This is an optimization exercise on Yosys and OpenROAD, whose aim is small area, not a production implementation. The RTL was checked by simulation tests, not by an equivalence proof against the original design. No activity file was given, so power comes from the tool's default toggle rates.

==> wip/xenon <==
==> flow/design.v <==
`default_nettype none
module infix_expression_evaluator #(
	parameter int STACK_DEPTH = 16,
	parameter int VALUE_WIDTH = 32
) (
	input  wire logic        clk,
	input  wire logic        arst_n,
	input  wire logic        start,
	output logic             busy,
	input  wire logic [7:0]  symbol,
	input  wire logic        last,
	output logic             done,
	output logic [31:0]      value,
	output logic [1:0]       status
);
	localparam int N = 15;    
	localparam logic [2:0] P_ADD = 3'b000, P_SUB = 3'b001, P_MUL = 3'b100, P_DIV = 3'b101,
	                       P_OPEN = 3'b010, P_CLOSE = 3'b011, P_FIN = 3'b110, P_NOP = 3'b111;
	localparam logic [1:0] E_OK = 2'd0, E_BAD = 2'd1, E_DIVZ = 2'd2, E_STACK = 2'd3;
	localparam logic [3:0] S_IDLE = 4'd0, S_OPR = 4'd1, S_PRE = 4'd2, S_EMIT = 4'd3,
	                       S_LD = 4'd4, S_ZR = 4'd5, S_A1 = 4'd6, S_MV = 4'd7,
	                       S_A2 = 4'd8, S_ZC = 4'd9, S_SH = 4'd10, S_TR = 4'd11,
	                       S_NG1 = 4'd12, S_NG2 = 4'd13, S_POP = 4'd14;
	logic [3:0]  state;
	logic [3:0]  ph;             
	logic [4:0]  cnt_d, cnt_o;   
	logic [1:0]  err;
	logic [2:0]  pend, top_o;
	logic        lastq, f, neg;
	logic [5:0]  k;
	logic [31:0] X, Y, R;
	logic [N*32-1:0] ring;
	logic [N*3-1:0]  oring;
	wire [31:0] tap  = ring[N*32-1 -: 32];
	wire [2:0]  otap = oring[N*3-1 -: 3];
	wire is_dig = (symbol >= 8'd48) && (symbol <= 8'd57);
	logic       is_op;
	logic [2:0] sym_code;
	always_comb begin
		is_op = 1'b1;
		sym_code = P_ADD;
		case (symbol)
			8'd43: sym_code = P_ADD;
			8'd45: sym_code = P_SUB;
			8'd42: sym_code = P_MUL;
			8'd47: sym_code = P_DIV;
			8'd40: sym_code = P_OPEN;
			8'd41: sym_code = P_CLOSE;
			default: is_op = 1'b0;
		endcase
	end
	wire [3:0] cd1 = 4'(cnt_d - 5'd1);
	wire [3:0] cd2 = 4'(cnt_d - 5'd2);
	wire [3:0] co1 = 4'(cnt_o - 5'd1);
	wire [3:0] co2 = 4'(cnt_o - 5'd2);
	wire d_empty = (cnt_d == 5'd0);
	wire d_full  = (cnt_d == 5'd16);
	wire o_empty = (cnt_o == 5'd0);
	wire o_full  = (cnt_o == 5'd16);
	wire dig_wait = is_dig && (err == E_OK) && !d_empty && !d_full && (ph != cd1);
	assign busy = (state != S_IDLE) || dig_wait;
	wire acc = start && !busy;
	wire op_mul = (top_o == P_MUL);
	wire op_div = (top_o == P_DIV);
	wire op_sub = (top_o == P_SUB);
	logic        inv;
	wire  [32:0] T  = {1'b0, R} + ({X[31], X} ^ {33{inv}}) + 33'(inv);
	wire         nb = !T[32];
	always_comb begin
		case (state)
			S_A1:  inv = op_div & X[31];
			S_A2:  inv = op_sub;
			S_NG2: inv = neg;
			default: inv = op_div & !X[31];
		endcase
	end
	logic [3:0] state_n;
	logic [4:0] cnt_d_n, cnt_o_n;
	logic [1:0] err_n;
	logic [2:0] pend_n, top_o_n;
	logic       lastq_n;
	logic       wr_d, wr_o;
	logic       red, push, pop, fin_now, cdone;
	logic       x_tap, x_y, y_r, y_sh, r_zero, r_dig, r_sum, r_sh;
	always_comb begin
		state_n = state;
		cnt_d_n = cnt_d;
		cnt_o_n = cnt_o;
		err_n   = err;
		pend_n  = pend;
		top_o_n = top_o;
		lastq_n = lastq;
		wr_d = 1'b0; wr_o = 1'b0;
		x_tap = 1'b0; x_y = 1'b0; y_r = 1'b0; y_sh = 1'b0;
		r_zero = 1'b0; r_dig = 1'b0; r_sum = 1'b0; r_sh = 1'b0;
		done = 1'b0;
		red = 1'b0; push = 1'b0; pop = 1'b0; fin_now = 1'b0; cdone = 1'b0;
		case (state)
			S_IDLE: if (acc) begin
				if (err != E_OK) begin
					if (last) state_n = S_PRE;
				end else if (is_dig) begin
					if (d_full) begin
						err_n = E_STACK;
						if (last) state_n = S_PRE;
					end else begin
						wr_d = !d_empty;
						r_dig = 1'b1;
						cnt_d_n = cnt_d + 5'd1;
						if (last) begin
							pend_n = P_FIN;
							lastq_n = 1'b1;
							state_n = S_OPR;
						end
					end
				end else if (is_op) begin
					pend_n = sym_code;
					lastq_n = last;
					state_n = S_OPR;
				end else begin
					err_n = E_BAD;
					if (last) state_n = S_PRE;
				end
			end
			S_OPR: begin
				red = 1'b0; push = 1'b0; pop = 1'b0; fin_now = 1'b0; cdone = 1'b0;
				case (pend)
					P_ADD, P_SUB: if (!o_empty && top_o != P_OPEN) red = 1'b1; else push = 1'b1;
					P_MUL, P_DIV: if (!o_empty && top_o[2]) red = 1'b1; else push = 1'b1;
					P_OPEN: push = 1'b1;
					P_CLOSE: begin
						if (o_empty) err_n = E_STACK;
						else if (top_o != P_OPEN) red = 1'b1;
						else begin pop = 1'b1; pend_n = P_NOP; end
					end
					P_NOP: cdone = 1'b1;
					default: begin  
						if (o_empty) fin_now = 1'b1;
						else if (top_o != P_OPEN) red = 1'b1;
						else pop = 1'b1;
					end
				endcase
				if (o_empty && pend == P_CLOSE) begin
					state_n = lastq ? S_PRE : S_IDLE;
				end else if (fin_now) begin
					if (d_empty) err_n = E_STACK;
					state_n = S_PRE;
				end else if (pop) begin
					state_n = S_POP;
				end else if (red) begin
					if (cnt_d < 5'd2) begin
						err_n = E_STACK;
						state_n = lastq ? S_PRE : S_IDLE;
					end else state_n = S_LD;
				end else if (push) begin
					if (o_full) begin
						err_n = E_STACK;
						state_n = lastq ? S_PRE : S_IDLE;
					end else if (o_empty || ph == co1) begin
						wr_o = !o_empty;
						top_o_n = pend;
						cnt_o_n = cnt_o + 5'd1;
						cdone = 1'b1;
					end
				end
				if (cdone) begin
					if (lastq) pend_n = P_FIN;
					else state_n = S_IDLE;
				end
			end
			S_POP: begin
				if (cnt_o < 5'd2 || ph == co2) begin
					top_o_n = otap;
					cnt_o_n = cnt_o - 5'd1;
					state_n = S_OPR;
				end
			end
			S_LD: begin
				if (ph == cd2) begin
					x_tap = 1'b1;
					y_r = 1'b1;
					cnt_d_n = cnt_d - 5'd1;
					state_n = S_ZR;
				end
			end
			S_ZR: begin
				r_zero = 1'b1;
				state_n = op_mul ? S_SH : S_A1;
			end
			S_A1: begin
				r_sum = 1'b1;
				state_n = S_MV;
			end
			S_MV: begin
				x_y = 1'b1;
				y_r = 1'b1;
				if (op_div) begin
					r_zero = 1'b1;
					state_n = S_ZC;
				end else state_n = S_A2;
			end
			S_A2: begin
				r_sum = 1'b1;
				state_n = S_POP;
			end
			S_ZC: begin
				if (nb) begin
					err_n = E_DIVZ;
					state_n = lastq ? S_PRE : S_IDLE;
				end else state_n = S_SH;
			end
			S_SH: begin
				r_sh = 1'b1;
				y_sh = 1'b1;
				state_n = (k == 6'd32) ? S_NG1 : S_TR;
			end
			S_TR: begin
				r_sum = op_mul ? f : nb;
				state_n = (op_mul && k == 6'd31) ? S_POP : S_SH;
			end
			S_NG1: begin
				x_y = 1'b1;
				r_zero = 1'b1;
				state_n = S_NG2;
			end
			S_NG2: begin
				r_sum = 1'b1;
				state_n = S_POP;
			end
			S_PRE: begin
				r_zero = (err != E_OK);
				state_n = S_EMIT;
			end
			S_EMIT: begin
				done = 1'b1;
				cnt_d_n = 5'd0;
				cnt_o_n = 5'd0;
				err_n = E_OK;
				state_n = S_IDLE;
			end
			default: state_n = S_IDLE;
		endcase
	end
	always_ff @(posedge clk or negedge arst_n) begin
		if (!arst_n) begin
			state <= S_IDLE;
			ph    <= 4'd0;
			cnt_d <= 5'd0;
			cnt_o <= 5'd0;
			err   <= E_OK;
		end else begin
			state <= state_n;
			ph    <= (ph == 4'(N-1)) ? 4'd0 : ph + 4'd1;
			cnt_d <= cnt_d_n;
			cnt_o <= cnt_o_n;
			err   <= err_n;
		end
	end
	always_ff @(posedge clk) begin
		pend  <= pend_n;
		top_o <= top_o_n;
		lastq <= lastq_n;
		if (state == S_SH) f <= Y[31];
		else if (state == S_TR) f <= nb;
		if (state == S_A1) neg <= X[31] ^ Y[31];
		if (state == S_ZC) k <= 6'd0;
		else if (state == S_ZR) k <= 6'd0;
		else if (state == S_TR) k <= k + 6'd1;
		if (x_tap) X <= tap;
		else if (x_y) X <= Y;
		if (y_r) Y <= R;
		else if (y_sh) Y <= {Y[30:0], f};
		if (r_sum) R <= T[31:0];
		else if (r_sh) R <= {R[30:0], op_div & Y[31]};
		else if (r_dig) R <= {28'd0, symbol[3:0]};
		else if (r_zero) R <= 32'd0;
		ring  <= {ring[(N-1)*32-1:0], wr_d ? R : tap};
		oring <= {oring[(N-1)*3-1:0], wr_o ? top_o : otap};
	end
	assign value  = R;
	assign status = err;
endmodule
`default_nettype wire
==> flow/run.sh <==
#!/bin/bash
# synth_recipe.tcl (not shown) runs the flow's synth.tcl, then flattens the netlist and writes it again
# the make line also repeats each setting of config.mk as NAME=value (left out here)
make -C /OpenROAD-flow-scripts/flow DESIGN_CONFIG=/design/flow/config.mk WORK_HOME=/design/flow/orfs CLKGATE_MAP_FILE= SYNTH_SCRIPT=/design/flow/synth_recipe.tcl finish
==> flow/config.mk <==
export PLATFORM = sky130hd
export DESIGN_NAME = infix_expression_evaluator
export DESIGN_NICKNAME = infix_expression_evaluator
export VERILOG_FILES = /design/flow/design.v
export SDC_FILE = /design/flow/constraint.sdc
export NUM_CORES = 4
export LEC_CHECK = 0
export CAP_MARGIN = 20
export CORE_MARGIN = 2
export CORE_UTILIZATION = 40
export SLEW_MARGIN = 20
==> flow/constraint.sdc <==
create_clock -name core_clock -period 9.0 [get_ports {clk}]
set_input_delay 1.8000 -clock core_clock [delete_from_list [all_inputs] [get_ports {clk}]]
set_output_delay 1.8000 -clock core_clock [all_outputs]
set_load 0.01 [all_outputs]
==> wip/cedar: changes against wip/xenon <==
- ABC_AREA: default -> 1
- CTS_BUF_LIST: default -> sky130_fd_sc_hd__clkbuf_4
==> wip/lagoon: changes against wip/xenon <==
==> flow/design.v, changed modules only <==
module infix_expression_evaluator #(
	parameter int STACK_DEPTH = 16,
	parameter int VALUE_WIDTH = 32
) (
	input  wire logic        clk,
	input  wire logic        arst_n,
	input  wire logic        start,
	output logic             busy,
	input  wire logic [7:0]  symbol,
	input  wire logic        last,
	output logic             done,
	output logic [31:0]      value,
	output logic [1:0]       status
);
	localparam int N = 14;    
	localparam logic [2:0] P_ADD = 3'b000, P_SUB = 3'b001, P_MUL = 3'b100, P_DIV = 3'b101,
	                       P_OPEN = 3'b010, P_CLOSE = 3'b011, P_FIN = 3'b110, P_NOP = 3'b111;
	localparam logic [1:0] E_OK = 2'd0, E_BAD = 2'd1, E_DIVZ = 2'd2, E_STACK = 2'd3;
	localparam logic [3:0] S_IDLE = 4'd0, S_OPR = 4'd1, S_PRE = 4'd2, S_EMIT = 4'd3,
	                       S_M1 = 4'd4, S_A1 = 4'd5, S_M2 = 4'd6, S_ZC = 4'd7,
	                       S_IT = 4'd8, S_M3 = 4'd9, S_A2 = 4'd10, S_RF = 4'd11,
	                       S_POP = 4'd12;
	logic [3:0]  state;
	logic [3:0]  ph;             
	logic [4:0]  cnt_d, cnt_o;   
	logic [1:0]  err;
	logic [2:0]  pend, top_o, sec_o;
	logic        lastq, neg;
	logic [4:0]  k;
	logic [31:0] X, Y;
	logic [32:0] R;
	logic [N*32-1:0] ring;
	logic [N*3-1:0]  oring;
	wire [31:0] tap  = ring[N*32-1 -: 32];
	wire [2:0]  otap = oring[N*3-1 -: 3];
	wire is_dig = (symbol >= 8'd48) && (symbol <= 8'd57);
	logic       is_op;
	logic [2:0] sym_code;
	always_comb begin
		is_op = 1'b1;
		sym_code = P_ADD;
		case (symbol)
			8'd43: sym_code = P_ADD;
			8'd45: sym_code = P_SUB;
			8'd42: sym_code = P_MUL;
			8'd47: sym_code = P_DIV;
			8'd40: sym_code = P_OPEN;
			8'd41: sym_code = P_CLOSE;
			default: is_op = 1'b0;
		endcase
	end
	wire [3:0] cd2 = 4'(cnt_d - 5'd2);
	wire [3:0] co2 = 4'(cnt_o - 5'd2);
	wire [3:0] co3 = 4'(cnt_o - 5'd3);
	wire d_empty = (cnt_d == 5'd0);
	wire d_lt2   = (cnt_d < 5'd2);
	wire d_full  = (cnt_d == 5'd16);
	wire o_empty = (cnt_o == 5'd0);
	wire o_lt2   = (cnt_o < 5'd2);
	wire o_lt3   = (cnt_o < 5'd3);
	wire o_full  = (cnt_o == 5'd16);
	wire dig_wait = is_dig && (err == E_OK) && !d_lt2 && !d_full && (ph != cd2);
	assign busy = (state != S_IDLE) || dig_wait;
	wire acc = start && !busy;
	wire op_mul = (top_o == P_MUL);
	wire op_div = (top_o == P_DIV);
	wire op_sub = (top_o == P_SUB);
	wire klast  = (k == 5'd31);
	logic        c, m, inv, cin;
	wire  [32:0] B  = ({X[31], X} & {33{m}}) ^ {33{inv}};
	wire  [32:0] T  = {R[31:0], c} + B + 33'(cin);
	always_comb begin
		c = 1'b0; m = 1'b1; inv = 1'b0; cin = 1'b0;
		case (state)
			S_A1: begin inv = X[31]; cin = X[31]; end
			S_ZC: begin inv = !X[31]; cin = !X[31]; end
			S_A2: begin inv = neg; cin = neg; end
			default: begin  
				if (op_mul) begin
					m = Y[31];
				end else if (op_div) begin
					c = Y[31];
					inv = !(R[32] ^ X[31]);
					cin = inv;
				end else begin
					c = Y[31] ^ op_sub;
					m = klast;
					cin = op_sub & klast;
				end
			end
		endcase
	end
	logic [3:0] state_n;
	logic [4:0] cnt_d_n, cnt_o_n;
	logic [1:0] err_n;
	logic [2:0] pend_n;
	logic       lastq_n;
	logic       wr_d, opush, opop;
	logic       red, push, pop, fin_now, cdone;
	logic       x_y, y_r, y_sh, y_tap, r_zero, r_dig, r_sum;
	always_comb begin
		state_n = state;
		cnt_d_n = cnt_d;
		cnt_o_n = cnt_o;
		err_n   = err;
		pend_n  = pend;
		lastq_n = lastq;
		wr_d = 1'b0; opush = 1'b0; opop = 1'b0;
		x_y = 1'b0; y_r = 1'b0; y_sh = 1'b0; y_tap = 1'b0;
		r_zero = 1'b0; r_dig = 1'b0; r_sum = 1'b0;
		done = 1'b0;
		red = 1'b0; push = 1'b0; pop = 1'b0; fin_now = 1'b0; cdone = 1'b0;
		case (state)
			S_IDLE: if (acc) begin
				if (err != E_OK) begin
					if (last) state_n = S_PRE;
				end else if (is_dig) begin
					if (d_full) begin
						err_n = E_STACK;
						if (last) state_n = S_PRE;
					end else begin
						wr_d = !d_lt2;
						y_r = 1'b1;
						r_dig = 1'b1;
						cnt_d_n = cnt_d + 5'd1;
						if (last) begin
							pend_n = P_FIN;
							lastq_n = 1'b1;
							state_n = S_OPR;
						end
					end
				end else if (is_op) begin
					pend_n = sym_code;
					lastq_n = last;
					state_n = S_OPR;
				end else begin
					err_n = E_BAD;
					if (last) state_n = S_PRE;
				end
			end
			S_OPR: begin
				case (pend)
					P_ADD, P_SUB: if (!o_empty && top_o != P_OPEN) red = 1'b1; else push = 1'b1;
					P_MUL, P_DIV: if (!o_empty && top_o[2]) red = 1'b1; else push = 1'b1;
					P_OPEN: push = 1'b1;
					P_CLOSE: begin
						if (o_empty) err_n = E_STACK;
						else if (top_o != P_OPEN) red = 1'b1;
						else begin pop = 1'b1; pend_n = P_NOP; end
					end
					P_NOP: cdone = 1'b1;
					default: begin  
						if (o_empty) fin_now = 1'b1;
						else if (top_o != P_OPEN) red = 1'b1;
						else pop = 1'b1;
					end
				endcase
				if (o_empty && pend == P_CLOSE) begin
					state_n = lastq ? S_PRE : S_IDLE;
				end else if (fin_now) begin
					if (d_empty) err_n = E_STACK;
					state_n = S_PRE;
				end else if (pop) begin
					state_n = S_POP;
				end else if (red) begin
					if (d_lt2) begin
						err_n = E_STACK;
						state_n = lastq ? S_PRE : S_IDLE;
					end else state_n = S_M1;
				end else if (push) begin
					if (o_full) begin
						err_n = E_STACK;
						state_n = lastq ? S_PRE : S_IDLE;
					end else if (o_lt2 || ph == co2) begin
						opush = 1'b1;
						cnt_o_n = cnt_o + 5'd1;
						cdone = 1'b1;
					end
				end
				if (cdone) begin
					if (lastq) pend_n = P_FIN;
					else state_n = S_IDLE;
				end
			end
			S_POP: begin
				if (o_lt3 || ph == co3) begin
					opop = 1'b1;
					cnt_o_n = cnt_o - 5'd1;
					state_n = S_OPR;
				end
			end
			S_M1: begin
				x_y = 1'b1;
				y_r = 1'b1;
				r_zero = 1'b1;
				cnt_d_n = cnt_d - 5'd1;
				state_n = op_div ? S_A1 : S_IT;
			end
			S_A1: begin
				r_sum = 1'b1;
				state_n = S_M2;
			end
			S_M2: begin
				x_y = 1'b1;
				y_r = 1'b1;
				r_zero = 1'b1;
				state_n = S_ZC;
			end
			S_ZC: begin
				if (!T[32]) begin
					err_n = E_DIVZ;
					state_n = lastq ? S_PRE : S_IDLE;
				end else state_n = S_IT;
			end
			S_IT: begin
				r_sum = 1'b1;
				y_sh = 1'b1;
				if (klast) state_n = op_div ? S_M3 : S_RF;
			end
			S_M3: begin
				x_y = 1'b1;
				r_zero = 1'b1;
				state_n = S_A2;
			end
			S_A2: begin
				r_sum = 1'b1;
				state_n = S_RF;
			end
			S_RF: begin
				if (d_lt2 || ph == cd2) begin
					y_tap = 1'b1;
					state_n = S_POP;
				end
			end
			S_PRE: begin
				r_zero = (err != E_OK);
				state_n = S_EMIT;
			end
			S_EMIT: begin
				done = 1'b1;
				cnt_d_n = 5'd0;
				cnt_o_n = 5'd0;
				err_n = E_OK;
				state_n = S_IDLE;
			end
			default: state_n = S_IDLE;
		endcase
	end
	always_ff @(posedge clk or negedge arst_n) begin
		if (!arst_n) begin
			state <= S_IDLE;
			ph    <= 4'd0;
			cnt_d <= 5'd0;
			cnt_o <= 5'd0;
			err   <= E_OK;
		end else begin
			state <= state_n;
			ph    <= (ph == 4'(N-1)) ? 4'd0 : ph + 4'd1;
			cnt_d <= cnt_d_n;
			cnt_o <= cnt_o_n;
			err   <= err_n;
		end
	end
	always_ff @(posedge clk) begin
		pend  <= pend_n;
		lastq <= lastq_n;
		if (state == S_M1) neg <= Y[31] ^ R[31];
		if (state == S_IT) k <= k + 5'd1;
		else k <= 5'd0;
		if (opush) begin
			top_o <= pend;
			sec_o <= top_o;
		end else if (opop) begin
			top_o <= sec_o;
			sec_o <= otap;
		end
		if (x_y) X <= Y;
		if (y_r) Y <= R[31:0];
		else if (y_tap) Y <= tap;
		else if (y_sh) Y <= {Y[30:0], !T[32]};
		if (r_sum) R <= T;
		else if (r_dig) R <= {29'd0, symbol[3:0]};
		else if (r_zero) R <= 33'd0;
		ring  <= {ring[(N-1)*32-1:0], wr_d ? Y : tap};
		oring <= {oring[(N-1)*3-1:0], (opush && !o_lt2) ? sec_o : otap};
	end
	assign value  = R[31:0];
	assign status = err;
endmodule
==> flow/flow/run.sh (new file) <==
#!/bin/bash
# Layout flow: the standard flow (standard.sh, unchanged synthesis) with
# two settings passed through the environment:
#  - clock tree synthesis without dummy loads, with sink clusters of up to
#    30 flip-flops within 60 um;
#  - port buffers of the smallest buffer cell.
# The full output goes to standard.log in the work folder.
export CTS_ARGS="-sink_clustering_enable -repair_clock_nets -dont_use_dummy_load -sink_clustering_size 30 -sink_clustering_max_diameter 60"
export BUFFER_PORTS_ARGS="-buffer_cell sky130_fd_sc_hd__buf_1"
bash standard.sh > standard.log 2>&1
==> flow/standard.sh (new file) <==
#!/bin/bash
# synth_recipe.tcl (not shown) runs the flow's synth.tcl, then flattens the netlist and writes it again
# the make line also repeats each setting of config.mk as NAME=value (left out here)
make -C /OpenROAD-flow-scripts/flow DESIGN_CONFIG=/design/flow/config.mk WORK_HOME=/design/flow/orfs CLKGATE_MAP_FILE= SYNTH_SCRIPT=/design/flow/synth_recipe.tcl "${@:-finish}"
removed: flow/run.sh
==> results.txt <==
Sequential cell count: wip/xenon 656; wip/cedar 656; wip/lagoon 623
Area fraction in and, or, nand and nor cells after synthesis: wip/xenon 5.73%; wip/cedar 12.6%; wip/lagoon 6.94%
Via total after detailed routing: wip/xenon 10700; wip/cedar 12500; wip/lagoon 10000
Final critical path time including I/O delays and setup: wip/xenon 6.44 ns; wip/cedar 5.52 ns; wip/lagoon 5.54 ns
Fraction of area in non-clock buffers: wip/xenon 2.35%; wip/cedar 2.25%; wip/lagoon 1.17%
Beginning of the worst hold path: wip/xenon ring[29]; wip/cedar ring[407]; wip/lagoon ring[213]
Flip-flop and latch power: wip/xenon 3.59 mW; wip/cedar 3.57 mW; wip/lagoon 3.47 mW
Sequential share of power: wip/xenon 42.5%; wip/cedar 42.2%; wip/lagoon 49.1%
Reg2reg path depth: wip/xenon 18; wip/cedar 22; wip/lagoon 16
Type of the worst setup path: wip/xenon reg2reg; wip/cedar in2out; wip/lagoon reg2reg
Number of levels in the clock H-tree: wip/xenon 2; wip/cedar 4; wip/lagoon 2
Clock tree buffer count of the final layout: wip/xenon 80; wip/cedar 222; wip/lagoon 35
Skew final: wip/xenon 0.0372 ns; wip/cedar 0.0591 ns; wip/lagoon 0.0890 ns
Worst supply voltage drop on vdd: wip/xenon 0.000229 V; wip/cedar 0.000162 V; wip/lagoon 0.000168 V
Status: wip/xenon finished clean; wip/cedar finished clean; wip/lagoon finished clean
Die Y-Extent: wip/xenon 227 um; wip/cedar 228 um; wip/lagoon 224 um
Worst setup slack before clock tree synthesis: wip/xenon 2.58 ns; wip/cedar 3.46 ns; wip/lagoon 3.35 ns
Share of cells above drive strength 1: wip/xenon 15.1%; wip/cedar 13.1%; wip/lagoon 5.36%

## separate check: timing with driven ports
No port has a modelled driver above. Below, the same layouts with a new extraction and two added sets of constraints.
Step 1: set_driving_cell puts a clkbuf_16 on clk and a buf_2 on each other input, an assumption about the parent block.
Step 2 times the ports against the registers' clock, not the clock port: input delays grow and output delays shrink by t, the midpoint of the rising clock arrivals with the driver on.
a / b / c = ideal ports / drivers / drivers and shift; a / b = the first two.
run | t (ns) | setup slack, ns | clock arrival spread, ns | slew at the worst register clock pin (ns)
wip/xenon | 0.649 | 2.563 / 2.563 / 2.563 | 0.039 / 0.039 | 0.07 / 0.07
wip/cedar | 0.962 | 3.479 / 3.453 / 3.453 | 0.070 / 0.070 | 0.07 / 0.07
wip/lagoon | 0.579 | 3.460 / 3.460 / 3.460 | 0.089 / 0.090 | 0.10 / 0.10
After both steps setup and hold are still met in every run listed. For wip/cedar, which loses most, drivers alone change the setup slack by -0.026 ns; drivers and shift together by -0.026 ns.
